This design comes from an exercise in tuning for small area, a short achievable clock period and few clock cycles on the open sky130 flow, not from production work. Where RTL was checked, it was by simulation tests only, not by an equivalence proof against the original. Only the layout flow was run in runs 3 to 6; the RTL was not checked for function there. Power and IR drop assume default switching activity.

**flow/run.sh**
```bash
#!/bin/bash
set -euo pipefail
export BUFFER_PORTS_ARGS="-buffer_cell sky130_fd_sc_hd__buf_2"
bash standard.sh > flow_make.log 2>&1
```
**standard.sh**
```bash
#!/bin/bash
# synth_recipe.tcl (not shown) runs the flow's synth.tcl, then flattens the netlist and writes it again
# the make line also repeats each setting of config.mk as NAME=value (left out here)
make -C /OpenROAD-flow-scripts/flow DESIGN_CONFIG=/design/flow/config.mk WORK_HOME=/design/flow/orfs CLKGATE_MAP_FILE= SYNTH_SCRIPT=/design/flow/synth_recipe.tcl "${@:-finish}"
```
**config.mk**
```make
export PLATFORM = sky130hd
export DESIGN_NAME = buddy_block_allocator
export DESIGN_NICKNAME = buddy_block_allocator
export VERILOG_FILES = /design/flow/design.v
export SDC_FILE = /design/flow/constraint.sdc
export NUM_CORES = 4
export LEC_CHECK = 0
export CAP_MARGIN = 20
export CORE_MARGIN = 2
export CORE_UTILIZATION = 40
export CTS_CLUSTER_DIAMETER = 80
export CTS_CLUSTER_SIZE = 24
export SETUP_SLACK_MARGIN = 2.9
export SLEW_MARGIN = 20
```
**constraint.sdc**
```tcl
create_clock -name core_clock -period 5.0 [get_ports {i_clk}]
set_input_delay 1.0000 -clock core_clock [delete_from_list [all_inputs] [get_ports {i_clk}]]
set_output_delay 1.0000 -clock core_clock [all_outputs]
set_load 0.01 [all_outputs]
```
**design.v**
```verilog
`default_nettype none
package bba_pkg;
    localparam int SIZE_W  = 16;   
    localparam int VALUE_W = 16;   
    localparam int ORDER_W = 3;    
    localparam logic [1:0] KIND_ALLOC = 2'd0;
    localparam logic [1:0] KIND_FAIL  = 2'd1;
    localparam logic [1:0] KIND_COUNT = 2'd2;
    localparam logic [1:0] KIND_ENTRY = 2'd3;
endpackage
`default_nettype wire
`default_nettype none
module buddy_block_allocator #(
    parameter int MAX_ORDER = 5,
    parameter int ID_WIDTH  = 16
) (
    input  wire         i_clk,
    input  wire         i_rst_n,
    input  wire         i_cfg_wr_en,
    input  wire [2:0]   i_cfg_wr_data,     
    input  wire         i_s_axis_tvalid,
    output logic        o_s_axis_tready,
    input  wire [31:0]  i_s_axis_tdata,    
    input  wire [0:0]   i_s_axis_tuser,    
    output logic        o_m_axis_tvalid,
    input  wire         i_m_axis_tready,
    output logic [15:0] o_m_axis_tdata,    
    output logic [1:0]  o_m_axis_tuser,    
    output logic        o_m_axis_tlast     
);
    localparam int NS = 32;                
    logic [5:0]          r_lvlok;          
    logic [31:1]         r_split;          
    logic [NS-1:0]       r_used;           
    logic [ID_WIDTH-1:0] r_owner [NS];     
    logic [5:0]          r_count;          
    logic [5:1]          r_pend;           
    logic [5:0]          r_free;           
    logic [5:0]          r_pair;           
    logic                r_cv;
    logic                r_cfunc;
    logic [ID_WIDTH-1:0] r_cid;
    logic                r_cidnz;
    logic [5:0]          r_cge;            
    logic                r_qact;
    logic [NS-1:0]       r_qh;             
    logic [15:0]         r_qv;             
    logic [5:0]          r_qe2;            
    logic                r_qlast;          
    logic                r_ready;          
    logic                r_av;
    logic [1:0]          r_akind;
    logic [15:0]         r_avalue;
    logic                r_alast;
    logic                r_bv;
    logic [1:0]          r_bkind;
    logic [15:0]         r_bvalue;
    logic                r_blast;
    logic [5:0]    w_lvl_ok;               
    logic [63:1]   w_exists;
    logic [63:1]   w_fl;                   
    logic [63:1]   w_first;                
    logic [5:0]    w_fitl;                 
    logic [5:0]    w_osel;                 
    logic [NS-1:0] w_sel;
    logic [31:1]   w_set;
    logic [5:1]    w_lvl_set;
    logic          w_found;
    logic [5:0]    w_root;                 
    assign w_lvl_ok = r_lvlok;
    assign w_root   = r_lvlok & ~{1'b0, r_lvlok[5:1]};
    for (genvar l = 0; l < 6; l++) begin : g_lvl
        for (genvar j = 0; j < (1 << (5 - l)); j++) begin : g_node
            localparam int N = (1 << (5 - l)) + j;
            localparam int S = j << l;
            if (N > 1) begin : g_par
                assign w_exists[N] = r_split[N >> 1] | ((j == 0) ? w_root[l] : 1'b0);
            end else begin : g_root
                assign w_exists[N] = w_root[l];
            end
            if (N < 32) begin : g_inner
                assign w_fl[N] = w_exists[N] & !r_split[N] & !r_used[S];
            end else begin : g_leaf
                assign w_fl[N] = w_exists[N] & !r_used[S];
            end
            if (j % 2 == 1) begin : g_right
                assign w_first[N] = w_fl[N] & !w_fl[N-1];
            end else begin : g_left
                assign w_first[N] = w_fl[N];
            end
        end
    end
    assign w_fitl  = r_free & r_cge;
    assign w_found = |w_fitl;
    always_comb begin
        for (int l = 0; l < 6; l++) begin
            w_osel[l] = w_fitl[l];
            for (int k = 0; k < l; k++) w_osel[l] = w_osel[l] & !w_fitl[k];
        end
    end
    for (genvar s = 0; s < NS; s++) begin : g_sel
        localparam int TZ = (s == 0) ? 5 : (s % 2 != 0) ? 0 : (s % 4 != 0) ? 1 :
                            (s % 8 != 0) ? 2 : (s % 16 != 0) ? 3 : 4;
        logic [5:0] w_at;
        for (genvar l = 0; l < 6; l++) begin : g_at
            if (l <= TZ) begin : g_y
                assign w_at[l] = w_first[(1 << (5 - l)) + (s >> l)] & w_osel[l];
            end else begin : g_n
                assign w_at[l] = 1'b0;
            end
        end
        assign w_sel[s] = |w_at;
    end
    for (genvar l = 1; l < 6; l++) begin : g_set
        for (genvar j = 0; j < (1 << (5 - l)); j++) begin : g_node
            localparam int N = (1 << (5 - l)) + j;
            assign w_set[N] = w_sel[j << l] & !r_split[N] & w_lvl_ok[l] & r_cge[l-1];
        end
    end
    logic [5:0] w_oabove;                  
    logic [5:0] w_buddy;
    logic [5:0] w_nlvl;                    
    logic [5:0] w_rem;
    logic [5:0] n_free;
    logic [5:0] n_pair;
    always_comb begin
        for (int l = 0; l < 6; l++) begin
            w_oabove[l] = 1'b0;
            for (int k = l + 1; k < 6; k++) w_oabove[l] = w_oabove[l] | w_osel[k];
        end
    end
    assign w_lvl_set = r_cge[4:0] & (w_oabove[4:0] | w_osel[5:1]) & w_lvl_ok[5:1];
    assign w_buddy   = r_cge & w_oabove;
    assign w_nlvl    = r_cge & ~{r_cge[4:0], 1'b0};
    assign w_rem     = w_osel & ~({6{!r_cidnz}} & w_nlvl);
    assign n_free    = (r_free & ~(w_rem & ~r_pair)) | w_buddy;
    assign n_pair    = (r_pair & ~w_rem) | ({6{!r_cidnz}} & w_buddy & w_nlvl);
    logic [5:0]    w_qa;                   
    logic [5:0]    w_qstep;                
    logic [NS-1:0] w_qnext;
    for (genvar l = 1; l < 6; l++) begin : g_qa
        logic [(1 << (5 - l))-1:0] w_hit;
        for (genvar j = 0; j < (1 << (5 - l)); j++) begin : g_node
            assign w_hit[j] = r_qh[j << l] & !r_split[(1 << (5 - l)) + j];
        end
        assign w_qa[l] = w_lvl_ok[l] & (|w_hit);
    end
    assign w_qa[0] = 1'b1;
    assign w_qstep = w_qa & ~{1'b0, w_qa[5:1]};
    for (genvar s = 0; s < NS; s++) begin : g_qnext
        logic [5:0] w_from;
        for (genvar l = 0; l < 6; l++) begin : g_l
            if (s >= (1 << l) && (s % (1 << l)) == 0) begin : g_y
                assign w_from[l] = r_qh[s - (1 << l)] & w_qstep[l];
            end else begin : g_n
                assign w_from[l] = 1'b0;
            end
        end
        assign w_qnext[s] = |w_from;
    end
    logic [5:0]    w_za;
    logic [5:0]    w_zstep;
    logic [NS-1:0] w_znext;
    assign w_za[0] = 1'b1;
    for (genvar l = 1; l < 6; l++) begin : g_za
        assign w_za[l] = w_lvl_ok[l] & !r_split[1 << (5 - l)];
    end
    assign w_zstep = w_za & ~{1'b0, w_za[5:1]};
    always_comb begin
        w_znext = '0;
        for (int l = 0; l < 5; l++) w_znext[1 << l] = w_zstep[l];
    end
    logic [NS-1:0] w_qsel;
    logic [15:0]   w_qowner;
    assign w_qsel = r_qh & r_used;
    always_comb begin
        w_qowner = '0;
        for (int s = 0; s < NS; s++) begin
            w_qowner = w_qowner | (r_owner[s] & {16{w_qsel[s]}});
        end
    end
    logic [5:0] w_count;
    logic [5:0] w_krun;                    
    logic [5:0] w_k;                       
    always_comb begin
        w_krun[0] = 1'b1;
        for (int m = 1; m < 6; m++) begin
            w_krun[m] = 1'b0;
            for (int l = 1; l + m - 1 < 6; l++) w_krun[m] = w_krun[m] | (r_pend[l] & r_pend[l+m-1]);
        end
        for (int m = 0; m < 6; m++) w_k[m] = w_krun[m] & ((m == 5) ? 1'b1 : !w_krun[m+1]);
        w_count = '0;
        for (int m = 0; m < 6; m++) w_count = w_count | ({6{w_k[m]}} & (r_count + 6'(m)));
    end
    logic w_one;
    always_comb begin
        w_one = 1'b1;
        for (int l = 1; l < 6; l++) w_one = w_one & !(w_root[l] & r_split[1 << (5 - l)]);
    end
    logic w_go;         
    logic w_alloc;      
    logic w_qcnt;       
    logic w_qent;       
    logic w_done;       
    logic w_pop;        
    assign w_go    = r_cv && !r_bv;
    assign w_alloc = w_go && !r_cfunc;
    assign w_qcnt  = w_go && r_cfunc && !r_qact;
    assign w_qent  = w_go && r_cfunc && r_qact;
    assign w_done  = w_alloc || (w_qent && r_qlast);
    assign w_pop   = r_av && i_m_axis_tready;
    logic       w_ready;
    logic       n_cv;
    logic       n_cfunc;
    logic       n_qact;
    logic       n_av;
    logic       n_bv;
    logic       n_qlast;
    assign w_ready = !r_cv || w_done;
    assign n_cv    = w_ready ? i_s_axis_tvalid : r_cv;
    assign n_cfunc = w_ready ? i_s_axis_tuser[0] : r_cfunc;
    assign n_qact  = w_qcnt || (r_qact && !w_done);
    assign n_bv    = r_bv ? !w_pop : (w_go && r_av && !w_pop);
    assign n_av    = r_bv || w_go || (r_av && !w_pop);
    assign n_qlast = w_qcnt ? w_one : w_qent ? (r_qe2 == r_count) : r_qlast;
    always_ff @(posedge i_clk) begin
        if (!i_rst_n) begin
            r_cv    <= 1'b0;
            r_qact  <= 1'b0;
            r_av    <= 1'b0;
            r_bv    <= 1'b0;
            r_ready <= 1'b1;
        end else begin
            r_cv    <= n_cv;
            r_qact  <= n_qact;
            r_av    <= n_av;
            r_bv    <= n_bv;
            r_ready <= !n_cv || (!n_bv && (!n_cfunc || (n_qact && n_qlast)));
        end
    end
    assign o_s_axis_tready = r_ready;
    logic [1:0]  w_rkind;
    logic [15:0] w_rvalue;
    logic        w_rlast;
    always_comb begin
        if (!r_cfunc) begin
            w_rkind  = w_found ? bba_pkg::KIND_ALLOC : bba_pkg::KIND_FAIL;
            w_rvalue = '0;
            w_rlast  = 1'b1;
        end else if (!r_qact) begin
            w_rkind  = bba_pkg::KIND_COUNT;
            w_rvalue = 16'(w_count);
            w_rlast  = 1'b0;
        end else begin
            w_rkind  = bba_pkg::KIND_ENTRY;
            w_rvalue = r_qv;
            w_rlast  = r_qlast;
        end
    end
    logic [15:0] w_size;
    assign w_size = i_s_axis_tdata[31:16];
    always_ff @(posedge i_clk) begin
        if (r_bv) begin
            if (w_pop) begin
                r_akind  <= r_bkind;
                r_avalue <= r_bvalue;
                r_alast  <= r_blast;
            end
        end else if (w_go && (!r_av || w_pop)) begin
            r_akind  <= w_rkind;
            r_avalue <= w_rvalue;
            r_alast  <= w_rlast;
        end
        if (!r_bv && w_go) begin
            r_bkind  <= w_rkind;
            r_bvalue <= w_rvalue;
            r_blast  <= w_rlast;
        end
    end
    always_ff @(posedge i_clk) begin
        r_qlast <= n_qlast;
        if (w_ready) begin
            r_cfunc <= i_s_axis_tuser[0];
            r_cid   <= i_s_axis_tdata[15:0];
            r_cidnz <= |i_s_axis_tdata[15:0];
            for (int l = 0; l < 6; l++) r_cge[l] <= (w_size <= 16'(1 << l));
        end
        if (w_qcnt) begin
            r_qh    <= w_znext;
            r_qv    <= r_used[0] ? r_owner[0] : '0;
            r_qe2   <= 6'd2;
        end else if (w_qent) begin
            r_qh    <= w_qnext;
            r_qv    <= w_qowner;
            r_qe2   <= r_qe2 + 6'd1;
        end
    end
    always_ff @(posedge i_clk) begin
        if (!i_rst_n || i_cfg_wr_en) begin
            for (int l = 0; l < 6; l++)
                r_lvlok[l] <= !i_rst_n || (i_cfg_wr_data >= 3'(l));
            r_split <= '0;
            r_used  <= '0;
            r_count <= 6'd1;
            r_pend  <= '0;
            for (int l = 0; l < 6; l++)
                r_free[l] <= !i_rst_n ? (l == 5) : (i_cfg_wr_data == 3'(l)) || (l == 5 && i_cfg_wr_data > 3'd5);
            r_pair  <= '0;
        end else begin
            r_count <= w_count;
            r_pend  <= w_alloc ? w_lvl_set : '0;
            if (w_alloc) begin
                r_free  <= n_free;
                r_pair  <= n_pair;
                r_split <= r_split | w_set;
                r_used  <= r_used | (w_sel & {NS{r_cidnz}});
            end
        end
    end
    always_ff @(posedge i_clk) begin
        for (int s = 0; s < NS; s++) begin
            if (!r_used[s]) r_owner[s] <= r_cid;
        end
    end
    assign o_m_axis_tvalid = r_av;
    assign o_m_axis_tdata  = r_avalue;
    assign o_m_axis_tuser  = r_akind;
    assign o_m_axis_tlast  = r_alast;
endmodule
`default_nettype wire
```
==> impl_metrics.ini, run 1 <==
[critical_path]
critPathMaxStageDelay_ps = 490
crit_fanout = 6
required_ps = 5520
path_cells = a222oi_1, buf_4, buf_4, nand4_1, o32ai_2, a21oi_2, or3_1, a21oi_2
arrival_ps = 2880
crit_type = flop to flop
cp-start-kind = flop
cp-startpoint = r_cge[1]$_DFFE_PN_
cp-end-kind = flop
reg2reg_from = r_cge[1]$_DFFE_PN_
crit_slowest_cell = edfxtp_1

[placed_design]
pre_cts_ws_ps = 1840
place_area_um2 = 29600
place.gp.congestion = 0.891
dp_hpwl_mm = 53.7
port_buffers = 61
placed_cells = 2890

[synth]
netlist.area_leader.share = 0.647
synth_warnings = 2
syn_nets = 1991
yosysUniqueCellTypes = 87
synth-edff-count = 605
synth_seq_area_share = 0.732
ys_seq_elements = 724
syn_avg_cell_area_um2 = 14.5
synth_ff_type = edfxtp_1
yosysTopAreaCell = edfxtp_1
async_reset_ff_frac = 0
synth_cells = 1942
ys_top_cells_by_area = edfxtp_1 (65%), dfxtp_1 (8.5%), a22oi_1 (2.6%), a22o_1 (2.3%), a21oi_1 (2.3%)
syn-cell-area_um2 = 28100

[finish]
mostFrequentLayoutCells = edfxtp_1 (605), a21oi_1 (112), buf_4 (107)
fin_area_um2 = 32800
nets = 2135
final_util = 0.470
final_cells = 3050
area_growth_pct = 16.9
drive_gt1_frac = 0.236
fillCellCount = 6002
layout_commonest_cell = edfxtp_1

[drt]
avgRoutedWirePerCell_um = 30.6
num_vias = 19169
vias_per_cell = 6.28
drc = 0
first_pass_iters = 6
wl_mm = 93.5
drtIter0Drc = 3090
ant_nets = 0

[floorplanning]
start_util = 0.402
rows = 97
fp.dieW_um = 269
die-area_um2 = 72300
core_area_um2 = 69800
die_y_um = 269
ios = 62

[power_and_ir_drop]
power.density_nw_per_um2 = 340
report.power.total_mw = 11.2
p_leak_nw = 11.4
ir_worst_vdd_uv = 214

[global_routing]
antenna_found_initial = 2
track_usage = 0.251
grt_pass1_vias = 17710
grt_max_degree = 51
overflow = 0
grt_pass1_wl_mm = 129

[cts]
cts_tree = yes
cts_sinks = 724
cts_root_buf = clkbuf_16
clockBufferDepth = 3
cts_max_level = 2
clk_pin_slew_ps = 90
cts_made_buffers = 39
insertion_delay_ps = 600

[sta]
period_needed_ps = 2360
tightest_slew_ps = 1170
fin_crit_sh = 0.471
tns_ps = 0
hold-worst-slack_ps = 479
fmax_ghz = 0.424
postLayoutSetupSlackWorst_ps = 2640
slew_headroom = 0.222
skew_ps = 24.3
setup-violations-final = 0
rsz0062_at_grt = true
drv_slew = 0
hold_viol_final = 0

[job]
max-cap-violations = 0

[hold_path]
holdCritStartpoint = r_qh[5]$_SDFFE_PP0P_
hp-class = flop to flop

[status]
status = complete, no violations
==> routing by layer <==
layer  track usage  vias to the layer above  share of wire
met5             0                        -              0
met1         0.346                     9691           0.38
li1              -                     7998              -
met4        0.0833                        0          0.041
met3        0.0392                      221           0.11
met2         0.406                     1259           0.47
==> cells in the mapped netlist (4+ instances only) <==
library cell    n
nand2_1        76
nor3b_1         6
o21ai_0        43
o221ai_1        5
a222oi_1       22
dfxtp_1       119
a221oi_1       67
a22oi_1        99
o22ai_1        11
nor2_1         84
nand3_1        59
mux2_2         18
buf_2          18
nor4_1         17
or3_1           6
xor2_1          6
inv_1          54
and3_1         24
o32ai_1         7
a21o_1          8
a31oi_1        10
ha_1            8
nand4_1        37
nor3_1         31
nand3b_1        4
nand2b_1       15
o211ai_1        4
and2_1         41
xnor2_1         5
a22o_1         75
buf_4           4
a21oi_1       131
nor2b_1        23
o21ai_1        10
edfxtp_1      605
clkbuf_1       95
o31a_1          4
a211oi_1        7
o21a_1          6
buf_1           5
a32oi_1         7
==> cells by family (layout without fill, tap and decap cells) <==
family / after synthesis / in the layout / synth area share
flip-flops: 724 / 724 / 0.732
XOR/XNOR: 11 / 11 / 0.00343
other: 0 / 1 / 0
buffers and inverters: 179 / 342 / 0.0255
AND/OR/NAND/NOR: 443 / 445 / 0.0831
adder cells (fa/ha/maj): 8 / 8 / 0.00356
AO/OA/AOI/OAI: 557 / 559 / 0.145
multiplexers: 20 / 20 / 0.00798
==> sequential cells by signal (all words and copies together) (netlist names), 2 cells and up <==
signal and flops:
r_bvalue 16, r_free 6, r_lvlok 5, r_akind 2
r_qh 31, r_split 31, r_pair 6, r_qe2 6
r_cge 6, r_avalue 16, r_pend 5, r_owner 512
r_bkind 2, r_qv 16, r_used 32, r_cid 16
r_count 6
==> path summary, 6_finish.rpt <==
path	end	slack, ps	cells after the start
worst min-delay path	r_qh[5]$_SDFFE_PP0P_	480	2
worst max-delay path	r_split[3]$_SDFFE_PN0P_	2640	8
worst min register to register	r_qh[5]$_SDFFE_PP0P_	480	2
worst max register to register	r_split[3]$_SDFFE_PN0P_	2640	8
==> area by class of cell <==
cell class	instances	area, µm²	area share
timing repair inverter	1	5.00	0.000152
inverter	56	218	0.00663
multi-input combinational	1043	7830	0.238
tap	940	1180	0.0358
antenna	1	2.50	0.0000762
clock buffer	52	1020	0.0312
clock inverter	12	143	0.00434
timing repair buffer	221	1830	0.0556
sequential	724	20600	0.628
==> repair_timing <==
item	4_1_cts	5_1_grt
hold buffers	0	0
buffers inserted	54	33
gates cloned	1	5
pin swaps	57	82
resized for setup	195	116
setup endpoints to repair	219	166
endpoints found under the hold margin	0	0
==> power breakdown <==
group | internal (mW) | switching (mW) | total [mW] | leakage [nW]
Combinational | 0.162 | 0.248 | 0.410 | 3.54
Sequential | 6.97 | 0.249 | 7.22 | 7.31
Clock | 1.55 | 1.97 | 3.52 | 0.559
==> critical path: cells and delay by family, from the launching register on <==
family | cells | cell delay (ps)
flip-flops | 1 | 490
AND/OR/NAND/NOR | 2 | 600
buffers and inverters | 2 | 300
AO/OA/AOI/OAI | 4 | 910
Testbench counts, summed over its fixed seeds: cycles 2,690.
==> run 2, diff against run 1 <==
--- a/config.mk
+++ b/config.mk
@@ -11,4 +11,4 @@
 export CTS_CLUSTER_DIAMETER = 80
 export CTS_CLUSTER_SIZE = 24
-export SETUP_SLACK_MARGIN = 2.9
+export SETUP_SLACK_MARGIN = 2.7
 export SLEW_MARGIN = 20
==> run 2 against run 1 <==
Count of clock-buffer cells in the layout fell by 1. First-iteration DRC count fell by 0.91%. Wire length fell by 3.0%. Clock power rose by 3%. Non-clock buffer count fell by 52. Largest power group unchanged. Highest routed layer unchanged.
==> impl_metrics.ini, run 2 <==
[floorplanning]
die-area_um2 = 72300
start_util = 0.402
ios = 62
rows = 97
fp.dieW_um = 269
core_area_um2 = 69800
die_y_um = 269

[synth]
syn_nets = 1991
syn_avg_cell_area_um2 = 14.5
ys_seq_elements = 724
synth_cells = 1942
synth_common_cells = edfxtp_1 (605), a21oi_1 (131), dfxtp_1 (119), a22oi_1 (99), clkbuf_1 (95)
netlist.area_leader.share = 0.647
yosysUniqueCellTypes = 87
syn-cell-area_um2 = 28100
yosysTopAreaCell = edfxtp_1
yosysMostFrequentCell = edfxtp_1
synth-edff-count = 605
synth_seq_area_share = 0.732
async_reset_ff_frac = 0
synth_warnings = 2
synth_ff_type = edfxtp_1
ys_top_cells_by_area = edfxtp_1 (65%), dfxtp_1 (8.5%), a22oi_1 (2.6%), a22o_1 (2.3%), a21oi_1 (2.3%)

[global_routing]
grt_max_degree = 49
antenna_found_initial = 0
grt_pass1_wl_mm = 128
grt_pass1_vias = 17452
overflow = 0
track_usage = 0.248

[sta]
fin_crit_sh = 0.470
fmax_ghz = 0.425
drv_slew = 0
tightest_slew_ps = 1150
rsz0062_at_grt = true
postLayoutSetupSlackWorst_ps = 2650
hold_viol_final = 0
period_needed_ps = 2350
skew_ps = 37.0
slew_headroom = 0.232
setup-violations-final = 0
tns_ps = 0

[critical_path]
cp-start-kind = flop
cp-end-kind = flop
crit_type = flop to flop
cp-startpoint = r_qh[7]$_SDFFE_PP0P_
arrival_ps = 2710
reg2reg_from = r_qh[7]$_SDFFE_PP0P_
r2r-end = r_qv[0]$_DFFE_PP_
crit_fanout = 9
ff2ff_path_depth = 7
required_ps = 5360
ff2ff_setup_slack_ps = 2650
crit_path_end = r_qv[0]$_DFFE_PP_

[power_and_ir_drop]
p_comb_frac = 0.029
p_seq_frac = 0.647
p_switching_mw = 2.48
ir_worst_vdd_uv = 234
power.density_nw_per_um2 = 352
intPower_mw = 8.66
swShare = 0.223
p_leak_nw = 10.9
clkPwrFrac = 0.323

[placed_design]
pre_cts_ws_ps = 1510
place.gp.congestion = 0.882
placed_cells = 2891
dp_hpwl_mm = 52.1
port_buffers = 61

[status]
status = complete, no violations

[cts]
cts_sinks = 724
cts_max_level = 2
clk_pin_slew_ps = 100
cts_root_buf = clkbuf_16
insertion_delay_ps = 620
clockBufferDepth = 3
cts_tree = yes
cts_made_buffers = 40

[drt]
first_pass_iters = 6
num_vias = 18694
vias_per_cell = 6.24
drtIter0Drc = 3062
wl_mm = 90.7
avgRoutedWirePerCell_um = 30.3
drc = 0
ant_nets = 0

[hold_path]
hp-class = flop to flop
min_path_cells = 1

[finish]
nets = 2080
layout_commonest_cell = edfxtp_1
mostFrequentLayoutCells = edfxtp_1 (605), a21oi_1 (130), dfxtp_1 (108)
drive_gt1_frac = 0.169
largest_reg_flops = 512
top_regs = r_owner: 512 flops, r_used: 32 flops
diodes = 0
area_growth_pct = 12.7
final_cells = 2994
regMostFlops = r_owner

[job]
max-cap-violations = 0
## run 2: cell types whose count changed in the layout (fill, tap and decap cells not counted), sizes merged, moves of 2 or more
cell      change
a21o          -2
buf          -52
clkinvlp      -2
inv           +4
## run 2: how the worst min path moves through the flow
stage,from,endpoint,slack [ps]
final,r_pair[5]$_SDFFE_PN0P_,r_pair[5]$_SDFFE_PN0P_,470
after global routing,r_pair[5]$_SDFFE_PN0P_,r_pair[5]$_SDFFE_PN0P_,490
after detailed placement,r_qh[29]$_SDFFE_PP0P_,r_qh[29]$_SDFFE_PP0P_,460
after CTS,r_qh[29]$_SDFFE_PP0P_,r_qh[29]$_SDFFE_PP0P_,470
after floorplan,r_qh[11]$_SDFFE_PP0P_,r_qh[11]$_SDFFE_PP0P_,440
after global placement,r_pair[5]$_SDFFE_PN0P_,r_pair[5]$_SDFFE_PN0P_,450
## run 2: critical path, stage by stage (launching register included)
cell and delay (ps):
dfxtp_1 380, and2_2 350, buf_4 280, a22o_1 250, a221oi_1 230, nand4_1 210
nor3_1 310, a21oi_1 110
## run 2: kinds of logic after synthesis
family / count (synthesis) / synth area share
flops: 724 / 0.732
compound gates: 557 / 0.145
simple gates: 443 / 0.0831
buf+inv: 179 / 0.0255
mux: 20 / 0.00798
xor+xnor: 11 / 0.00343
fa+ha+maj: 8 / 0.00356
## run 2: area by class of cell
cell class                 count  area [µm²]
clock buffer                  51        1060
clock inverter                14         156
fill                        6128       38100
inverter                      56         214
multi-input combinational   1039        7270
sequential                   724       20600
tap                          940        1180
timing repair buffer         169        1170
timing repair inverter         1        5.00
## run 2: metrics by stage
stage               total power, mW  hold slack, ps  utilization  cell area, µm²
floorplan                      7.43             440            -           28100
global placement               7.61             449        0.424           29600
detailed placement             7.63             460        0.424           29600
CTS                            11.1             475        0.447           31200
global route                   11.4             490        0.453           31600
finish                         11.1             474        0.453           31600
## run 2: per-layer routing
metal,GRT usage,share of wire,vias up
met2,0.401,0.47,1143
met1,0.336,0.39,9510
met3,0.0506,0.11,189
li1,-,-,7852
met5,0,0,-
met4,0.0805,0.036,0
## run 2: power groups by stage
stage                     clock (mW)  combinational [mW]  sequential (mW)
after floorplan                    0               0.174             7.25
after detailed placement           0               0.282             7.35
final                           3.61               0.326             7.22
after CTS                       3.63               0.312             7.20
after global placement             0               0.278             7.33
after global routing            3.84               0.354             7.26
## run 2: repair_timing
action / CTS / global route
hold buffers: 0 / 0
buffers inserted: 16 / 21
pin swaps: 18 / 23
endpoints found under the setup margin: 120 / 97
endpoints found under the hold margin: 0 / 0
cloned: 1 / 0
resized for setup: 73 / 58
==> run 3, diff against run 2 <==
--- a/design.v
+++ b/design.v
@@ -46,5 +46,4 @@
     logic [NS-1:0]       r_qh;             
     logic [15:0]         r_qv;             
-    logic [5:0]          r_qe2;            
     logic                r_qlast;          
     logic                r_ready;          
@@ -159,4 +158,11 @@
         assign w_qnext[s] = |w_from;
     end
+    logic [5:0] w_qend;
+    always_comb begin
+        for (int t = 0; t < 6; t++) begin
+            w_qend[t] = 1'b0;
+            for (int l = 0; l <= t; l++) w_qend[t] = w_qend[t] | (r_qh[(1 << t) - (1 << l)] & w_qstep[l]);
+        end
+    end
     logic [5:0]    w_za;
     logic [5:0]    w_zstep;
@@ -223,5 +229,5 @@
     assign n_bv    = r_bv ? !w_pop : (w_go && r_av && !w_pop);
     assign n_av    = r_bv || w_go || (r_av && !w_pop);
-    assign n_qlast = w_qcnt ? w_one : w_qent ? (r_qe2 == r_count) : r_qlast;
+    assign n_qlast = w_qcnt ? w_one : w_qent ? |(w_qend & w_root) : r_qlast;
     always_ff @(posedge i_clk) begin
         if (!i_rst_n) begin
@@ -289,9 +295,7 @@
             r_qh    <= w_znext;
             r_qv    <= r_used[0] ? r_owner[0] : '0;
-            r_qe2   <= 6'd2;
         end else if (w_qent) begin
             r_qh    <= w_qnext;
             r_qv    <= w_qowner;
-            r_qe2   <= r_qe2 + 6'd1;
         end
     end
==> run 3 against run 2 <==
Still clean. Via count increased by 0.88%. Cell count increased by 1.5%. Combinational power increased by about 30%. Non-clock buffer count increased by 36. Fmax decreased by 1.6%. Design area increased by 1.4%. Hold slack got worse by 29 ps. Setup slack got worse by 39 ps. Sequential share of layout area decreased by 1.2 points. Count of clock-buffer cells in the layout decreased by 4. Total power about the same. Critical endpoint is now r_avalue[3]$_DFFE_PP_.
==> impl_metrics.ini, run 3 <==
[synth]
syn_nets = 1993
syn-cell-area_um2 = 27800
ys_seq_elements = 718
synth_cells = 1945
synth_ff_type = edfxtp_1
synth_warnings = 2
netlist.area_leader.share = 0.653
yosysTopAreaCell = edfxtp_1
synth_seq_area_share = 0.735
syn_avg_cell_area_um2 = 14.3
async_reset_ff_frac = 0
ys_top_cells_by_area = edfxtp_1 (65%), dfxtp_1 (8.1%), a22o_1 (2.6%), a22oi_1 (2.5%), a221oi_1 (2.4%)
yosysMostFrequentCell = edfxtp_1
synth-edff-count = 605
yosysUniqueCellTypes = 77
synth_common_cells = edfxtp_1 (605), a21oi_1 (127), nor2_1 (122), dfxtp_1 (113), clkbuf_1 (102)

[drt]
first_pass_iters = 8
num_vias = 18858
ant_nets = 0
drc = 0
wl_mm = 91.1
drtIter0Drc = 2972
vias_per_cell = 6.21
avgRoutedWirePerCell_um = 30.0

[cts]
clockBufferDepth = 3
insertion_delay_ps = 630
cts_tree = yes
clk_pin_slew_ps = 100
cts_made_buffers = 38
cts_max_level = 2
cts_sinks = 718
ctsHoldBuffers = 0
cts_root_buf = clkbuf_16

[global_routing]
grt_pass1_wl_mm = 128
overflow = 0
grt_max_degree = 42
grt_pass1_vias = 17753
track_usage = 0.251
antenna_found_initial = 1

[finish]
drive_gt1_frac = 0.187
area_growth_pct = 15.4
fin_area_um2 = 32100
final_cells = 3038
largest_reg_flops = 512
regMostFlops = r_owner
layout_commonest_cell = edfxtp_1
top_regs = r_owner: 512 flops, r_used: 32 flops
nets = 2133
diodes = 0
mostFrequentLayoutCells = edfxtp_1 (605), a21oi_1 (121), nor2_1 (114)
final_util = 0.467

[sta]
slew_headroom = 0.220
drv_slew = 0
rsz0062_at_grt = true
hold_viol_final = 0
fin_crit_sh = 0.478
skew_ps = 44.8
hold-worst-slack_ps = 444
tightest_slew_ps = 1170
setup-violations-final = 0
fmax_ghz = 0.418
tns_ps = 0
period_needed_ps = 2390

[hold_path]
hp-class = flop to flop
min_path_cells = 2

[floorplanning]
start_util = 0.405
die-area_um2 = 71700
die_y_um = 268
rows = 96
fp.dieW_um = 268
core_area_um2 = 68700
ios = 62

[critical_path]
crit_fanout = 5
arrival_ps = 2780
crit_slowest_cell = dfxtp_4
path_cells = buf_6, or2_4, a41o_1, a21o_1, a221oi_2, a21oi_2, or3_4, a32o_2
critPathMaxStageDelay_ps = 380
crit_type = flop to flop
worstPathBufferInverterCount = 1
required_ps = 5390
cp-end-kind = flop
ff2ff_path_depth = 8
ff2ff_setup_slack_ps = 2610
crit_family = compound AO/OA/AOI/OAI gates
cp-start-kind = flop
cp.depth = 8

[placed_design]
place_area_um2 = 29500
dp_hpwl_mm = 52.4
port_buffers = 61
placed_cells = 2904
place.gp.congestion = 0.876

[status]
status = complete, no violations

[power_and_ir_drop]
p_leak_nw = 11.2
ir_worst_vdd_uv = 294
power.density_nw_per_um2 = 348

[job]
max-cap-violations = 0
==> run 3: cell types whose count changed after synthesis, moves of 7 or more <==
| cell | before | now |
|---|---|---|
| nor2_1 | 84 | 122 |
| nand2_1 | 76 | 95 |
| a211oi_1 | 7 | 21 |
| buf_2 | 18 | 5 |
| a221oi_1 | 67 | 77 |
| nand4_1 | 37 | 28 |
| clkbuf_1 | 95 | 102 |
==> run 3: power by group <==
part	leakage, nW	total [mW]	switching (mW)	internal, mW
logic	3.35	0.425	0.270	0.155
registers	7.27	7.18	0.248	6.93
clock network	0.579	3.55	1.98	1.58
==> run 3: tightest hold or removal path, stage by stage (launching register included) <==
cell,delay (ps)
dfxtp_1,320
nand2_1,50
a31oi_1,40
==> run 3: cell families after synthesis <==
| family | after synthesis | synth area share |
|---|---|---|
| buffers and inverters | 169 | 0.0230 |
| adder cells (fa/ha/maj) | 9 | 0.00387 |
| XOR/XNOR | 2 | 0.000630 |
| flip-flops | 718 | 0.735 |
| AND/OR/NAND/NOR | 485 | 0.0878 |
| AO/OA/AOI/OAI | 542 | 0.142 |
| multiplexers | 20 | 0.00787 |
==> run 3: what timing repair did <==
action	4_1_cts	5_1_grt
gates resized for setup	120	67
buffers inserted	34	26
pin swaps	34	33
endpoints found under the setup margin	173	109
gates cloned	3	2
==> run 3: layout make-up <==
| type | count | area, µm² |
|---|---|---|
| fill | 6009 | 36600 |
| sequential | 718 | 20500 |
| multi-input combinational | 1061 | 7350 |
| timing repair buffer | 205 | 1660 |
| tap | 931 | 1160 |
| clock buffer | 47 | 995 |
| inverter | 60 | 235 |
| clock inverter | 15 | 201 |
| timing repair inverter | 1 | 7.51 |
==> run 3: final timing paths <==
path | start | endpoint
worst max-delay path | r_pend[1]$_SDFF_PP0_ | r_avalue[3]$_DFFE_PP_
worst min-delay path | r_pair[5]$_SDFFE_PN0P_ | r_pair[5]$_SDFFE_PN0P_
worst max register to register | r_pend[1]$_SDFF_PP0_ | r_avalue[3]$_DFFE_PP_
worst min register to register | r_pair[5]$_SDFFE_PN0P_ | r_pair[5]$_SDFFE_PN0P_
==> run 3: through the flow <==
| step | worst slack (ps) | total power, mW |
|---|---|---|
| 6_report | 2610 | 11.2 |
| 5_1_grt | 2550 | 11.5 |
| 4_1_cts | 2590 | 11.1 |
| 3_5_place_dp | 1890 | 7.65 |
| 3_3_place_gp | 1920 | 7.62 |
| 2_1_floorplan | 2700 | 7.42 |
==> run 3: metal layers <==
layer,global-route usage,vias to the layer above,share of wire
met5,0,-,0
met1,0.337,9480,0.38
li1,-,7972,-
met4,0.0876,0,0.039
met2,0.403,1201,0.46
met3,0.0563,205,0.11
==> run 4, diff against run 3 <==
--- a/config.mk
+++ b/config.mk
@@ -9,6 +9,6 @@
 export CORE_MARGIN = 2
 export CORE_UTILIZATION = 40
-export CTS_CLUSTER_DIAMETER = 80
-export CTS_CLUSTER_SIZE = 24
+export CTS_CLUSTER_DIAMETER = 90
+export CTS_CLUSTER_SIZE = 28
 export SETUP_SLACK_MARGIN = 2.7
 export SLEW_MARGIN = 20
==> run 4 against run 3 <==
Clock power decreased by 14%. Sequential share of layout area grew 0.17 points. Largest power group unchanged. Setup slack better by 2.7 ps. Fmax up 0.11%. First-iteration DRC count shrank 3.2%. Sequential cell count unchanged. Critical path depth is the same. Non-clock buffer count increased by 16. Count of clock-buffer cells in the layout decreased by 7. Hold slack got worse by 3.9 ps. Total power down 4.1%. Core utilization is 0.12 points lower. Still clean on timing, DRC and antenna.
==> impl_metrics.ini, run 4 <==
[status]
status = complete, no violations

[floorplanning]
core_area_um2 = 68700
rows = 96
die_y_um = 268
die-area_um2 = 71700
ios = 62
fp.dieW_um = 268
start_util = 0.405

[drt]
wl_met1_mm = 35.5
num_vias = 18989
drc = 0
drtIter0Drc = 2878
met2_length_mm = 42.8
wl_met3_mm = 9.39
vias_per_cell = 6.25
ant_nets = 0
wl_mm = 91.8
avgRoutedWirePerCell_um = 30.2
first_pass_iters = 6
top_layer_used = met4

[synth]
yosysUniqueCellTypes = 77
synth_cells = 1945
syn_avg_cell_area_um2 = 14.3
synth_common_cells = edfxtp_1 (605), a21oi_1 (127), nor2_1 (122), dfxtp_1 (113), clkbuf_1 (102)
ys_top_cells_by_area = edfxtp_1 (65%), dfxtp_1 (8.1%), a22o_1 (2.6%), a22oi_1 (2.5%), a221oi_1 (2.4%)
synth_warnings = 2
ys_seq_elements = 718
async_reset_ff_frac = 0
netlist.area_leader.share = 0.653
syn-cell-area_um2 = 27800
synth-edff-count = 605
yosysTopAreaCell = edfxtp_1
synth_ff_type = edfxtp_1
yosysMostFrequentCell = edfxtp_1
synth_seq_area_share = 0.735
syn_nets = 1993

[global_routing]
antenna_found_initial = 2
grt_pass1_wl_mm = 128
grt_max_degree = 42
grt_pass1_vias = 17837
track_usage = 0.250
overflow = 0

[finish]
diodes = 0
top_regs = r_owner: 512 flops, r_used: 32 flops
area_growth_pct = 15.1
fillCellCount = 6021
layout_commonest_cell = edfxtp_1
mostFrequentLayoutCells = edfxtp_1 (605), buf_4 (123), a21oi_1 (117)
nets = 2142
regMostFlops = r_owner
final_cells = 3040
largest_reg_flops = 512
drive_gt1_frac = 0.193

[critical_path]
crit_type = flop to flop
path_cells = buf_12, or2_4, a41o_1, a21o_1, a221oi_2, a21oi_2, or3_4, a32o_2
crit_slowest_cell = dfxtp_4
critPathMaxStageDelay_ps = 370
cp-start-kind = flop
cp-end-kind = flop
crit_fanout = 5
ff2ff_path_depth = 8
required_ps = 5410
arrival_ps = 2800

[sta]
period_needed_ps = 2390
drv_slew = 0
rsz0062_at_grt = true
skew_ps = 21.5
setup-violations-final = 0
tns_ps = 0
slew_headroom = 0.207
fmax_ghz = 0.419
hold_viol_final = 0
tightest_slew_ps = 1190
fin_crit_sh = 0.478

[cts]
cts_max_level = 1
clk_pin_slew_ps = 110
clockBufferDepth = 3
ctsHoldBuffers = 0
cts_sinks = 718
insertion_delay_ps = 650
cts_root_buf = clkbuf_16
cts_tree = yes
cts_made_buffers = 31

[power_and_ir_drop]
ir_worst_vdd_uv = 316
power.density_nw_per_um2 = 334
p_leak_nw = 11.2

[job]
max-cap-violations = 0

[placed_design]
dp_hpwl_mm = 52.4
placed_cells = 2904
port_buffers = 61
place.gp.congestion = 0.876

[hold_path]
min_path_cells = 2
hp-class = flop to flop
[run 4: changes by cell type in the layout (fill, tap and decap cells not counted), moves of 3 or more]
cell / change
buf_4: +14
clkbuf_16: -7
a221oi_1: -5
a21oi_1: -4
a21oi_2: +4
a221oi_2: +3
buf_12: +3
[run 4: logic make-up after synthesis]
group	Yosys count	share of synthesized area
and+or+nand+nor	485	0.0878
xor gates and xnor gates	2	0.000630
muxes	20	0.00787
adders and majority gates	9	0.00387
DFF	718	0.735
buffers and inverters	169	0.0230
AOI/OAI and AO/OA	542	0.142
[run 4: layer usage]
metal	up-vias	track usage
met3	241	0.0475
met5	-	0
met2	1192	0.407
met1	9589	0.335
li1	7967	-
met4	0	0.0880
[run 4: worst paths after layout]
kind	slack [ps]	startpoint	endpoint
min reg2reg	440	r_pair[5]$_SDFFE_PN0P_	r_pair[5]$_SDFFE_PN0P_
min	440	r_pair[5]$_SDFFE_PN0P_	r_pair[5]$_SDFFE_PN0P_
max	2610	r_pend[1]$_SDFF_PP0_	r_avalue[3]$_DFFE_PP_
max reg2reg	2610	r_pend[1]$_SDFF_PP0_	r_avalue[3]$_DFFE_PP_
[run 4: critical path: cells and delay by family (launching register included)]
kind / cells / cell delay (ps)
simple gates: 2 / 600
compound gates: 5 / 1050
buf+inv: 1 / 130
flops: 1 / 370
[run 4: through the flow]
step	total power [mW]	hold WS [ps]	cell area (µm²)	utilization	worst slack, ps
finish	10.7	440	32000	0.466	2610
global route	11.0	463	32000	0.466	2550
CTS	10.6	440	31200	0.454	2620
detailed placement	7.65	425	29500	0.429	1890
global placement	7.62	423	29500	0.429	1920
floorplan	7.42	406	27800	-	2700
[run 4: cell type report]
type                            instances  area, µm²  area share
Sequential cell                       718      20500       0.640
Multi-Input combinational cell       1061       7420       0.232
Timing Repair Buffer                  221       1790      0.0560
Tap cell                              931       1160      0.0364
Clock buffer                           40        831      0.0260
Inverter                               60        235     0.00735
Clock inverter                          8       85.1     0.00266
Timing Repair inverter                  1       7.51    0.000235
[run 4: power breakdown]
group	switching, mW	internal, mW
registers	0.254	6.93
clock network	1.86	1.21
logic	0.277	0.169
[run 4: timing repair]
action,CTS,global route
pin swaps,34,48
setup buffers,39,39
gates resized for setup,122,77
cloned,3,1
endpoints found under the setup margin,173,122
==> run 5, diff against run 4 <==
--- a/design.v
+++ b/design.v
@@ -54,5 +54,4 @@
     logic                r_bv;
     logic [1:0]          r_bkind;
-    logic [15:0]         r_bvalue;
     logic                r_blast;
     logic [5:0]    w_lvl_ok;               
@@ -247,21 +246,25 @@
     assign o_s_axis_tready = r_ready;
     logic [1:0]  w_rkind;
-    logic [15:0] w_rvalue;
     logic        w_rlast;
     always_comb begin
         if (!r_cfunc) begin
             w_rkind  = w_found ? bba_pkg::KIND_ALLOC : bba_pkg::KIND_FAIL;
-            w_rvalue = '0;
             w_rlast  = 1'b1;
         end else if (!r_qact) begin
             w_rkind  = bba_pkg::KIND_COUNT;
-            w_rvalue = 16'(w_count);
             w_rlast  = 1'b0;
         end else begin
             w_rkind  = bba_pkg::KIND_ENTRY;
-            w_rvalue = r_qv;
             w_rlast  = r_qlast;
         end
     end
+    logic [1:0]  w_akind;                  
+    logic [15:0] w_avalue;
+    logic        w_qadv;                   
+    assign w_akind  = r_bv ? r_bkind : w_rkind;
+    assign w_avalue = (w_akind == bba_pkg::KIND_ENTRY) ? r_qv :
+                      (w_akind == bba_pkg::KIND_COUNT) ? 16'(w_count) : '0;
+    assign w_qadv   = r_bv ? (w_pop && r_bkind == bba_pkg::KIND_ENTRY)
+                           : (w_qent && (!r_av || w_pop));
     logic [15:0] w_size;
     assign w_size = i_s_axis_tdata[31:16];
@@ -270,15 +273,14 @@
             if (w_pop) begin
                 r_akind  <= r_bkind;
-                r_avalue <= r_bvalue;
+                r_avalue <= w_avalue;
                 r_alast  <= r_blast;
             end
         end else if (w_go && (!r_av || w_pop)) begin
             r_akind  <= w_rkind;
-            r_avalue <= w_rvalue;
+            r_avalue <= w_avalue;
             r_alast  <= w_rlast;
         end
         if (!r_bv && w_go) begin
             r_bkind  <= w_rkind;
-            r_bvalue <= w_rvalue;
             r_blast  <= w_rlast;
         end
@@ -295,5 +297,5 @@
             r_qh    <= w_znext;
             r_qv    <= r_used[0] ? r_owner[0] : '0;
-        end else if (w_qent) begin
+        end else if (w_qadv) begin
             r_qh    <= w_qnext;
             r_qv    <= w_qowner;
--- a/config.mk
+++ b/config.mk
@@ -9,6 +9,6 @@
 export CORE_MARGIN = 2
 export CORE_UTILIZATION = 40
-export CTS_CLUSTER_DIAMETER = 90
-export CTS_CLUSTER_SIZE = 28
+export CTS_CLUSTER_DIAMETER = 80
+export CTS_CLUSTER_SIZE = 24
 export SETUP_SLACK_MARGIN = 2.7
 export SLEW_MARGIN = 20
==> run 5 against run 4 <==
Still clean on timing, DRC and antenna. Sequential power is 2% lower. Critical path depth fell by 1. Sequential share of layout area is 1.5 points higher. Global-route usage down 0.57 points. Clock skew is 1.5 ps lower. Fmax shrank 3.2%.
==> impl_metrics.ini, run 5 <==
[critical_path]
required_ps = 5490
cp-start-kind = flop
crit_type = flop to flop
reg2reg_from = r_qh[16]$_DFFE_PP_
crit_slowest_cell = edfxtp_1
cp-startpoint = r_qh[16]$_DFFE_PP_
path_cells = nor2b_1, a221o_1, o311a_4, and2_4, o31a_1, a2111o_1, a211o_1
ff2ff_setup_slack_ps = 2530
r2r-end = r_ready$_SDFF_PN1_
critPathMaxStageDelay_ps = 530
cp-end-kind = flop
ff2ff_path_depth = 7
crit_fanout = 6
crit_path_end = r_ready$_SDFF_PN1_
arrival_ps = 2960

[drt]
first_pass_iters = 12
ant_nets = 0
num_vias = 18017
wl_mm = 87.6
avgRoutedWirePerCell_um = 30.7
vias_per_cell = 6.32
drtIter0Drc = 3215
drc = 0

[finish]
multi_input_area_um2 = 6840
layout_commonest_cell = edfxtp_1
regMostFlops = r_owner
largest_reg_flops = 512
nets = 2011
fillCellCount = 5820
drive_gt1_frac = 0.169
area_growth_pct = 13.3
final-seq-area_um2 = 20000
top_regs = r_owner: 512 flops, r_used: 32 flops
mostFrequentLayoutCells = edfxtp_1 (589), a22oi_1 (132), a21oi_1 (112)

[placed_design]
dp_hpwl_mm = 51.2
pre_cts_ws_ps = 1870
port_buffers = 61
place.gp.congestion = 0.919

[power_and_ir_drop]
power.density_nw_per_um2 = 356
ir_worst_vdd_uv = 213
p_leak_nw = 10.5

[hold_path]
hp-class = flop to flop

[sta]
fin_crit_sh = 0.493
tightest_slew_ps = 1200
fmax_ghz = 0.406
setup-violations-final = 0
skew_ps = 19.9
slew_headroom = 0.201
drv_slew = 0
period_needed_ps = 2470
tns_ps = 0
postLayoutSetupSlackWorst_ps = 2530
rsz0062_at_grt = true
hold_viol_final = 0

[floorplanning]
start_util = 0.403
ios = 62
fp.dieW_um = 264
rows = 95
core_area_um2 = 66900
die_y_um = 264
die-area_um2 = 69400

[cts]
clk_pin_slew_ps = 90
clockBufferDepth = 3
insertion_delay_ps = 610
cts_sinks = 702
cts_max_level = 2
cts_root_buf = clkbuf_16
cts_tree = yes
cts_made_buffers = 37
ctsHoldBuffers = 0

[synth]
synth_warnings = 2
syn_nets = 1909
yosysMostFrequentCell = edfxtp_1
synth_common_cells = edfxtp_1 (589), a22oi_1 (133), a21oi_1 (117), dfxtp_1 (113), nor2_1 (99)
syn-cell-area_um2 = 26900
synth_seq_area_share = 0.741
yosysUniqueCellTypes = 73
synth-edff-count = 589
async_reset_ff_frac = 0
syn_avg_cell_area_um2 = 14.5
synth_ff_type = edfxtp_1
netlist.area_leader.share = 0.657
synth_cells = 1861
ys_top_cells_by_area = edfxtp_1 (66%), dfxtp_1 (8.4%), a22oi_1 (3.7%), a221oi_1 (2.2%), a21oi_1 (2.2%)
ys_seq_elements = 702
yosysTopAreaCell = edfxtp_1

[global_routing]
grt_pass1_vias = 16942
track_usage = 0.244
overflow = 0
grt_max_degree = 51
antenna_found_initial = 3
grt_pass1_wl_mm = 122

[status]
status = complete, no violations

[job]
max-cap-violations = 0
## run 5: changes by cell type in the layout (fill, tap and decap cells not counted), sizes merged, moves of 13 or more
cell and delta:
a211oi -15, a22o -17, a22oi +40, buf -55
edfxtp -16, mux2 -13, nand2 -16, nor2 -22
o21ai -13
## run 5: cell type report
cell class | instances | share of cell area
sequential | 702 | 0.654
multi-input combinational | 985 | 0.224
timing repair buffer | 167 | 0.0404
tap | 873 | 0.0358
clock buffer | 41 | 0.0315
inverter | 69 | 0.00878
clock inverter | 13 | 0.00468
timing repair inverter | 1 | 0.000246
antenna | 2 | 0.000164
## run 5: cells by family after synthesis
| group | Yosys count | share of synthesized area |
|---|---|---|
| AND/OR/NAND/NOR | 433 | 0.0818 |
| XOR/XNOR | 1 | 0.000325 |
| buffers and inverters | 176 | 0.0249 |
| adder cells (fa/ha/maj) | 9 | 0.00399 |
| AO/OA/AOI/OAI | 531 | 0.145 |
| multiplexers | 9 | 0.00344 |
| flip-flops | 702 | 0.741 |
## run 5: stage by stage
step                       util  instances  hold slack, ps  area (µm²)  power (mW)
final                     0.456       2853             437       30500        10.9
after global routing      0.456       2851             477       30500        11.2
after CTS                 0.448       2828             437       30000        10.8
after detailed placement  0.425       2753             422       28500        7.52
after global placement    0.425       2751             421       28400        7.49
after floorplan               -       1861             406       27000        7.29
## run 5: report_power, final
part           leakage [nW]  switching, mW  internal, mW  total (mW)
clock network         0.543           1.91          1.48        3.39
logic                  2.83          0.280         0.163       0.443
registers              7.11          0.244          6.80        7.04
total                  10.5           2.43          8.44        10.9
## run 5: worst min-delay path by stage
stage                                 from                      to  slack, ps  cells after the start
global route        r_pair[5]$_SDFFE_PN0P_  r_pair[5]$_SDFFE_PN0P_        480                      2
CTS                 r_pair[5]$_SDFFE_PN0P_  r_pair[5]$_SDFFE_PN0P_        440                      2
finish              r_pair[5]$_SDFFE_PN0P_  r_pair[5]$_SDFFE_PN0P_        440                      2
floorplan                  r_cfunc$_DFF_P_    r_bkind[1]$_DFFE_PP_        410                      0
detailed placement  r_pair[5]$_SDFFE_PN0P_  r_pair[5]$_SDFFE_PN0P_        420                      2
global placement    r_pair[5]$_SDFFE_PN0P_  r_pair[5]$_SDFFE_PN0P_        420                      2
## run 5: timing repair
| item | 4_1_cts | 5_1_grt |
|---|---|---|
| gates resized for setup | 70 | 70 |
| setup buffers | 19 | 18 |
| setup endpoints to repair | 154 | 107 |
| pin swaps | 8 | 28 |
| cloned | 2 | 1 |
## run 5: worst max-delay path: cells and delay by family (launching register included)
kind / cells / cell delay, ps
AO/OA/AOI/OAI: 5 / 1480
AND/OR/NAND/NOR: 2 / 350
flip-flops: 1 / 530
## run 5: per-layer routing
metal  wire length (µm)  part of all wire  track usage  vias to the layer above
met5                163            0.0019            0                        -
met4               2620             0.030       0.0774                        4
met3              10200              0.12       0.0601                      170
met2              40800              0.47        0.386                     1132
met1              33800              0.39        0.333                     9144
li1                   -                 -            -                     7567
==> run 6, diff against run 5 <==
--- a/config.mk
+++ b/config.mk
@@ -9,6 +9,6 @@
 export CORE_MARGIN = 2
 export CORE_UTILIZATION = 40
-export CTS_CLUSTER_DIAMETER = 80
-export CTS_CLUSTER_SIZE = 24
+export CTS_CLUSTER_DIAMETER = 90
+export CTS_CLUSTER_SIZE = 28
 export SETUP_SLACK_MARGIN = 2.7
 export SLEW_MARGIN = 20
==> run 6 against run 5 <==
Hold slack improved by 5.2 ps. Via count is 0.19% lower. Critical path depth unchanged. Total power shrank 3.2%. Largest cell class unchanged. Count of clock-buffer cells in the layout is 4 lower. Still clean on timing, DRC and antenna. Highest routed layer unchanged.
==> impl_metrics.ini, run 6 <==
[critical_path]
crit_fanout = 6
arrival_ps = 3010
crit_type = flop to flop
cp-end-kind = flop
required_ps = 5550
cp-start-kind = flop

[sta]
hold-worst-slack_ps = 443
drv_slew = 0
slew_headroom = 0.210
setup-violations-final = 0
period_needed_ps = 2460
tns_ps = 0
rsz0062_at_grt = true
tightest_slew_ps = 1180
fin_crit_sh = 0.492
skew_ps = 36.3
fmax_ghz = 0.406
hold_viol_final = 0

[floorplanning]
die_y_um = 264
start_util = 0.403
die-area_um2 = 69400
ios = 62
rows = 95
fp.dieW_um = 264
core_area_um2 = 66900

[synth]
ys_top_cells_by_area = edfxtp_1 (66%), dfxtp_1 (8.4%), a22oi_1 (3.7%), a221oi_1 (2.2%), a21oi_1 (2.2%)
yosysMostFrequentCell = edfxtp_1
yosysTopAreaCell = edfxtp_1
synth_ff_type = edfxtp_1
syn_avg_cell_area_um2 = 14.5
synth_warnings = 2
syn-cell-area_um2 = 26900
synth_cells = 1861
synthSimpleGateAreaFrac = 0.0818
synth-edff-count = 589
synth_top_family_by_area = compound AO/OA/AOI/OAI gates
netlist.area_leader.share = 0.657
ys_seq_elements = 702
async_reset_ff_frac = 0
synthAdderAreaFrac = 0.00399
yosysUniqueCellTypes = 73
synth-compound-area-share = 0.145
synthMuxAreaShare = 0.00344
syn_nets = 1909
synth_seq_area_share = 0.741
synth_common_cells = edfxtp_1 (589), a22oi_1 (133), a21oi_1 (117), dfxtp_1 (113), nor2_1 (99)
synth_xor_area_frac = 0.000325

[cts]
cts_sinks = 702
clk_pin_slew_ps = 110
cts_tree = yes
insertion_delay_ps = 650
cts_max_level = 1
cts_made_buffers = 31
cts_root_buf = clkbuf_16
ctsHoldBuffers = 0
clockBufferDepth = 3

[drt]
wl_mm = 87.8
first_pass_iters = 6
vias_per_cell = 6.31
drc = 0
num_vias = 17983
ant_nets = 0
avgRoutedWirePerCell_um = 30.8
drtIter0Drc = 2886

[power_and_ir_drop]
ir_worst_vdd_uv = 315
p_comb_frac = 0.043
p_seq_frac = 0.669
p_leak_nw = 10.4
p_switching_mw = 2.37
power.density_nw_per_um2 = 346
clkPwrFrac = 0.287
intPower_mw = 8.15
swShare = 0.225

[placed_design]
place.gp.congestion = 0.919
placed_cells = 2753
port_buffers = 61
dp_hpwl_mm = 51.2

[global_routing]
grt_pass1_vias = 16793
grt_pass1_wl_mm = 121
track_usage = 0.242
antenna_found_initial = 1
grt_max_degree = 51
overflow = 0

[finish]
largest_reg_flops = 512
final-seq-area_um2 = 20000
layout_commonest_cell = edfxtp_1
regMostFlops = r_owner
area_growth_pct = 13.0
final_cells = 2850
fillCellCount = 5819
nets = 2010
mostFrequentLayoutCells = edfxtp_1 (589), a22oi_1 (130), a21oi_1 (112)
top_regs = r_owner: 512 flops, r_used: 32 flops
final_util = 0.455
multi_input_area_um2 = 6920
drive_gt1_frac = 0.172

[job]
max-cap-violations = 0

[status]
status = complete, no violations

[hold_path]
hp-class = flop to flop
==> run 6: cell type report <==
| cell class | instances | share of cell area |
|---|---|---|
| flip-flops and latches | 702 | 0.656 |
| clock inverters | 9 | 0.00407 |
| inverters | 69 | 0.00880 |
| repair inverters | 1 | 0.000247 |
| multi-input cells | 987 | 0.227 |
| repair buffers | 170 | 0.0414 |
| clock buffers | 37 | 0.0262 |
| diodes | 2 | 0.000164 |
| well taps | 873 | 0.0359 |
==> run 6: what timing repair did <==
| action | 4_1_cts | 5_1_grt |
|---|---|---|
| endpoints found under the hold margin | 0 | 0 |
| gates cloned | 2 | 3 |
| pin swaps | 10 | 34 |
| setup buffers | 17 | 22 |
| setup endpoints to repair | 155 | 132 |
| gates resized for setup | 76 | 83 |
==> run 6: worst paths after layout <==
kind | end | start | cells past startpoint | slack [ps]
setup / recovery | r_ready$_SDFF_PN1_ | r_qh[16]$_DFFE_PP_ | 7 | 2540
hold / removal | r_pair[5]$_SDFFE_PN0P_ | r_pair[5]$_SDFFE_PN0P_ | 2 | 440
setup reg to reg | r_ready$_SDFF_PN1_ | r_qh[16]$_DFFE_PP_ | 7 | 2540
hold reg to reg | r_pair[5]$_SDFFE_PN0P_ | r_pair[5]$_SDFFE_PN0P_ | 2 | 440
==> run 6: worst max-delay path, stage by stage, from the launching register on <==
cell and delay, ps:
edfxtp_1 530, nor2b_1 180, a221o_1 290, o311a_4 340, and2_4 170, o31a_1 300
a2111o_1 300, a211o_1 250
==> run 6: metrics by stage <==
stage	setup WS [ps]	area, µm²	power (mW)
after floorplan	2700	27000	7.29
after global placement	1930	28400	7.49
after detailed placement	1870	28500	7.52
after CTS	2550	29800	10.5
after global routing	2490	30400	10.8
final	2540	30400	10.5
==> run 6: kinds of logic (layout without fill, tap and decap cells) <==
family | Yosys count | after routing
simple gates | 433 | 437
compound gates | 531 | 531
flops | 702 | 702
buf+inv | 176 | 286
other cells | 0 | 2
xor+xnor | 1 | 1
fa+ha+maj | 9 | 9
mux | 9 | 9
==> run 6: power groups by stage <==
| stage | combinational (mW) | sequential (mW) | clock (mW) |
|---|---|---|---|
| after floorplan | 0.214 | 7.08 | 0 |
| after global placement | 0.328 | 7.16 | 0 |
| after detailed placement | 0.334 | 7.18 | 0 |
| after CTS | 0.385 | 7.05 | 3.04 |
| after global routing | 0.486 | 7.08 | 3.24 |
| final | 0.454 | 7.04 | 3.02 |
==> run 6: per-layer routing <==
layer | share of wire | GRT usage | vias up
met5 | 0.0011 | 0 | -
met4 | 0.031 | 0.0724 | 2
met3 | 0.12 | 0.0567 | 172
met2 | 0.46 | 0.384 | 1115
met1 | 0.39 | 0.333 | 9128
li1 | - | - | 7566
==> run 7, diff against run 6 <==
--- a/design.v
+++ b/design.v
@@ -46,4 +46,5 @@
     logic [NS-1:0]       r_qh;             
     logic [15:0]         r_qv;             
+    logic [5:0]          r_qe2;            
     logic                r_qlast;          
     logic                r_ready;          
@@ -157,11 +158,4 @@
         assign w_qnext[s] = |w_from;
     end
-    logic [5:0] w_qend;
-    always_comb begin
-        for (int t = 0; t < 6; t++) begin
-            w_qend[t] = 1'b0;
-            for (int l = 0; l <= t; l++) w_qend[t] = w_qend[t] | (r_qh[(1 << t) - (1 << l)] & w_qstep[l]);
-        end
-    end
     logic [5:0]    w_za;
     logic [5:0]    w_zstep;
@@ -228,5 +222,5 @@
     assign n_bv    = r_bv ? !w_pop : (w_go && r_av && !w_pop);
     assign n_av    = r_bv || w_go || (r_av && !w_pop);
-    assign n_qlast = w_qcnt ? w_one : w_qent ? |(w_qend & w_root) : r_qlast;
+    assign n_qlast = w_qcnt ? w_one : w_qent ? (r_qe2 == r_count) : r_qlast;
     always_ff @(posedge i_clk) begin
         if (!i_rst_n) begin
@@ -297,7 +291,9 @@
             r_qh    <= w_znext;
             r_qv    <= r_used[0] ? r_owner[0] : '0;
+            r_qe2   <= 6'd2;
         end else if (w_qadv) begin
             r_qh    <= w_qnext;
             r_qv    <= w_qowner;
+            r_qe2   <= r_qe2 + 6'd1;
         end
     end
--- a/config.mk
+++ b/config.mk
@@ -9,6 +9,6 @@
 export CORE_MARGIN = 2
 export CORE_UTILIZATION = 40
-export CTS_CLUSTER_DIAMETER = 90
-export CTS_CLUSTER_SIZE = 28
+export CTS_CLUSTER_DIAMETER = 80
+export CTS_CLUSTER_SIZE = 24
 export SETUP_SLACK_MARGIN = 2.7
 export SLEW_MARGIN = 20
==> run 7 against run 6 <==
Sequential power about the same. Area after synthesis grew 1.7%. Sequential share of layout area hardly changed. Critical path type unchanged. Critical endpoint is now r_qv[0]$_DFFE_PP_. Highest routed layer unchanged. Largest cell class unchanged. Count of clock-buffer cells in the layout rose by 8. Combinational power down about 20%. Wire length is 1.9% higher. Non-clock buffer count down 2. Hold slack better by 38 ps. Total power increased by 3.7%. Core utilization down 0.087 points.
==> impl_metrics.ini, run 7 <==
[cts]
insertion_delay_ps = 610
ctsHoldBuffers = 0
cts_root_buf = clkbuf_16
cts_max_level = 2
cts_made_buffers = 39
clockBufferDepth = 3
clk_pin_slew_ps = 110
cts_tree = yes
cts_sinks = 708

[floorplanning]
die-area_um2 = 70600
ios = 62
core_area_um2 = 67500
fp.dieW_um = 266
rows = 95
start_util = 0.406
die_y_um = 266

[finish]
fillCellCount = 5906
drive_gt1_frac = 0.148
regMostFlops = r_owner
top_regs = r_owner: 512 flops, r_used: 32 flops
final_cells = 2886
mostFrequentLayoutCells = edfxtp_1 (589), a21oi_1 (114), dfxtp_1 (109)
diodes = 0
area_growth_pct = 11.8
largest_reg_flops = 512
nets = 2046
fin_area_um2 = 30600
final_util = 0.454
layout_commonest_cell = edfxtp_1

[critical_path]
cp-end-kind = flop
ff2ff_setup_slack_ps = 2630
arrival_ps = 2690
required_ps = 5320
path_cells = and2_1, buf_4, a22o_1, a221oi_1, nand4_1, nor3_1, a21oi_1
crit_slowest_cell = dfxtp_1
critPathMaxStageDelay_ps = 420
crit_fanout = 16
worstPathBufferInverterCount = 1
cp-start-kind = flop
crit_family = compound AO/OA/AOI/OAI gates
crit_type = flop to flop

[synth]
ys_seq_elements = 708
synth_seq_area_share = 0.732
synth_cells = 1901
syn_nets = 1950
yosysUniqueCellTypes = 78
synth_common_cells = edfxtp_1 (589), dfxtp_1 (119), a21oi_1 (116), a22oi_1 (104), clkbuf_1 (99)
syn-cell-area_um2 = 27400
synth_ff_type = edfxtp_1
synth_warnings = 2
syn_avg_cell_area_um2 = 14.4
yosysMostFrequentCell = edfxtp_1
async_reset_ff_frac = 0
ys_top_cells_by_area = edfxtp_1 (65%), dfxtp_1 (8.7%), a22oi_1 (2.8%), a22o_1 (2.5%), a21oi_1 (2.1%)
netlist.area_leader.share = 0.645
synth-edff-count = 589
yosysTopAreaCell = edfxtp_1

[placed_design]
place_area_um2 = 28900
place.gp.congestion = 0.858
port_buffers = 61
dp_hpwl_mm = 52.5
pre_cts_ws_ps = 1900
placed_cells = 2789

[power_and_ir_drop]
power.density_nw_per_um2 = 356
report.power.total_mw = 10.9
p_leak_nw = 10.7
ir_worst_vdd_uv = 294

[global_routing]
antenna_found_initial = 4
grt_pass1_wl_mm = 124
track_usage = 0.248
grt_max_degree = 56
overflow = 0
grt_pass1_vias = 16960

[sta]
hold-worst-slack_ps = 480
fin_crit_sh = 0.474
tns_ps = 0
postLayoutSetupSlackWorst_ps = 2630
fmax_ghz = 0.422
rsz0062_at_grt = true
skew_ps = 44.0
tightest_slew_ps = 1120
slew_headroom = 0.251
drv_slew = 0
setup-violations-final = 0
hold_viol_final = 0
period_needed_ps = 2370

[job]
max-cap-violations = 0

[drt]
wl_mm = 89.4
ant_nets = 0
drc = 0
num_vias = 18154
avgRoutedWirePerCell_um = 31.0
drtIter0Drc = 2791
first_pass_iters = 6
vias_per_cell = 6.29

[hold_path]
hp-class = flop to flop

[status]
status = complete, no violations
## run 7: final timing paths
path	startpoint	endpoint	cells past startpoint
setup reg to reg	r_used[28]$_SDFFE_PN0P_	r_qv[0]$_DFFE_PP_	7
hold / removal	r_pair[5]$_SDFFE_PN0P_	r_pair[5]$_SDFFE_PN0P_	1
setup / recovery	r_used[28]$_SDFFE_PN0P_	r_qv[0]$_DFFE_PP_	7
hold reg to reg	r_pair[5]$_SDFFE_PN0P_	r_pair[5]$_SDFFE_PN0P_	1
## run 7: layer usage
layer / wire length [µm] / vias to the layer above / track usage
met5: 53 / - / 0
met4: 2300 / 8 / 0.0633
met3: 10700 / 135 / 0.0551
met2: 41100 / 1106 / 0.395
met1: 35400 / 9190 / 0.346
li1: - / 7715 / -
## run 7: what timing repair did
action | CTS | global route
cloned | 1 | 1
pin swaps | 5 | 10
buffers inserted | 15 | 18
resized for setup | 38 | 29
setup endpoints to repair | 154 | 75
## run 7: area by class of cell
class / instances / area (µm²) / area share
Sequential cell: 708 / 20100 / 0.656
Multi-Input combinational cell: 1014 / 6860 / 0.224
Timing Repair Buffer: 168 / 1180 / 0.0384
Tap cell: 873 / 1090 / 0.0356
Clock buffer: 45 / 1020 / 0.0333
Inverter: 65 / 251 / 0.00821
Clock inverter: 12 / 148 / 0.00482
Timing Repair inverter: 1 / 7.51 / 0.000245
## run 7: power breakdown
part	switching [mW]	total, mW	leakage (nW)	internal, mW
clock network	1.98	3.50	0.572	1.52
logic	0.232	0.364	2.93	0.132
registers	0.230	7.05	7.15	6.82
## run 7: cell families (layout without fill, tap and decap cells)
kind of cell             Yosys count  after routing  synth area share
multiplexers                      12             12           0.00502
adder cells (fa/ha/maj)            8              8           0.00365
flip-flops                       708            708             0.732
AO/OA/AOI/OAI                    540            540             0.145
AND/OR/NAND/NOR                  440            441            0.0842
XOR/XNOR                          13             13           0.00415
buffers and inverters            180            291            0.0257
## run 7: worst register-to-register path, cell delays in order (launching register included)
cell and delay, ps:
dfxtp_1 420, and2_1 210, buf_4 260, a22o_1 240, a221oi_1 420, nand4_1 170, nor3_1 250, a21oi_1 130
Testbench counts of run 7, summed over its fixed seeds: cycles 2,690.

==> what the ideal ports hide <==
In the flow no input, the clock included, has a driving cell. The finished layouts below were timed again as built, in two steps. Step 1, drivers: a clkbuf_16 drives i_clk and a buf_2 each remaining input, both assumed. Step 2 also shifts input and output timing later by t, the mid clock arrival at the registers, as if the neighbouring blocks saw the same clock. Slacks: ideal / step 1 / step 2; pairs: ideal / step 1.
run	shift t [ns]	setup WS [ns]	hold slack, ns	latest minus earliest clock arrival (ns)	slew at the worst register clock pin (ns)
run 1	0.654	2.644 / 2.644 / 2.284	0.479 / 0.479 / 0.479	0.027 / 0.028	0.10 / 0.10
run 2	0.664	2.648 / 2.648 / 2.084	0.474 / 0.474 / 0.474	0.037 / 0.038	0.10 / 0.10
run 3	0.659	2.610 / 2.610 / 2.257	0.444 / 0.444 / 0.444	0.047 / 0.047	0.10 / 0.10
run 4	0.699	2.612 / 2.612 / 2.247	0.440 / 0.440 / 0.440	0.021 / 0.022	0.11 / 0.11
run 5	0.659	2.534 / 2.534 / 2.293	0.437 / 0.437 / 0.437	0.025 / 0.025	0.10 / 0.10
run 6	0.700	2.540 / 2.540 / 2.322	0.443 / 0.443 / 0.443	0.041 / 0.041	0.11 / 0.11
run 7	0.653	2.628 / 2.628 / 2.330	0.480 / 0.480 / 0.480	0.046 / 0.046	0.11 / 0.11
After both steps every run listed still meets setup and hold. For run 2, which loses most, drivers alone change the setup slack by 0.000 ns; drivers and shift together by -0.564 ns.
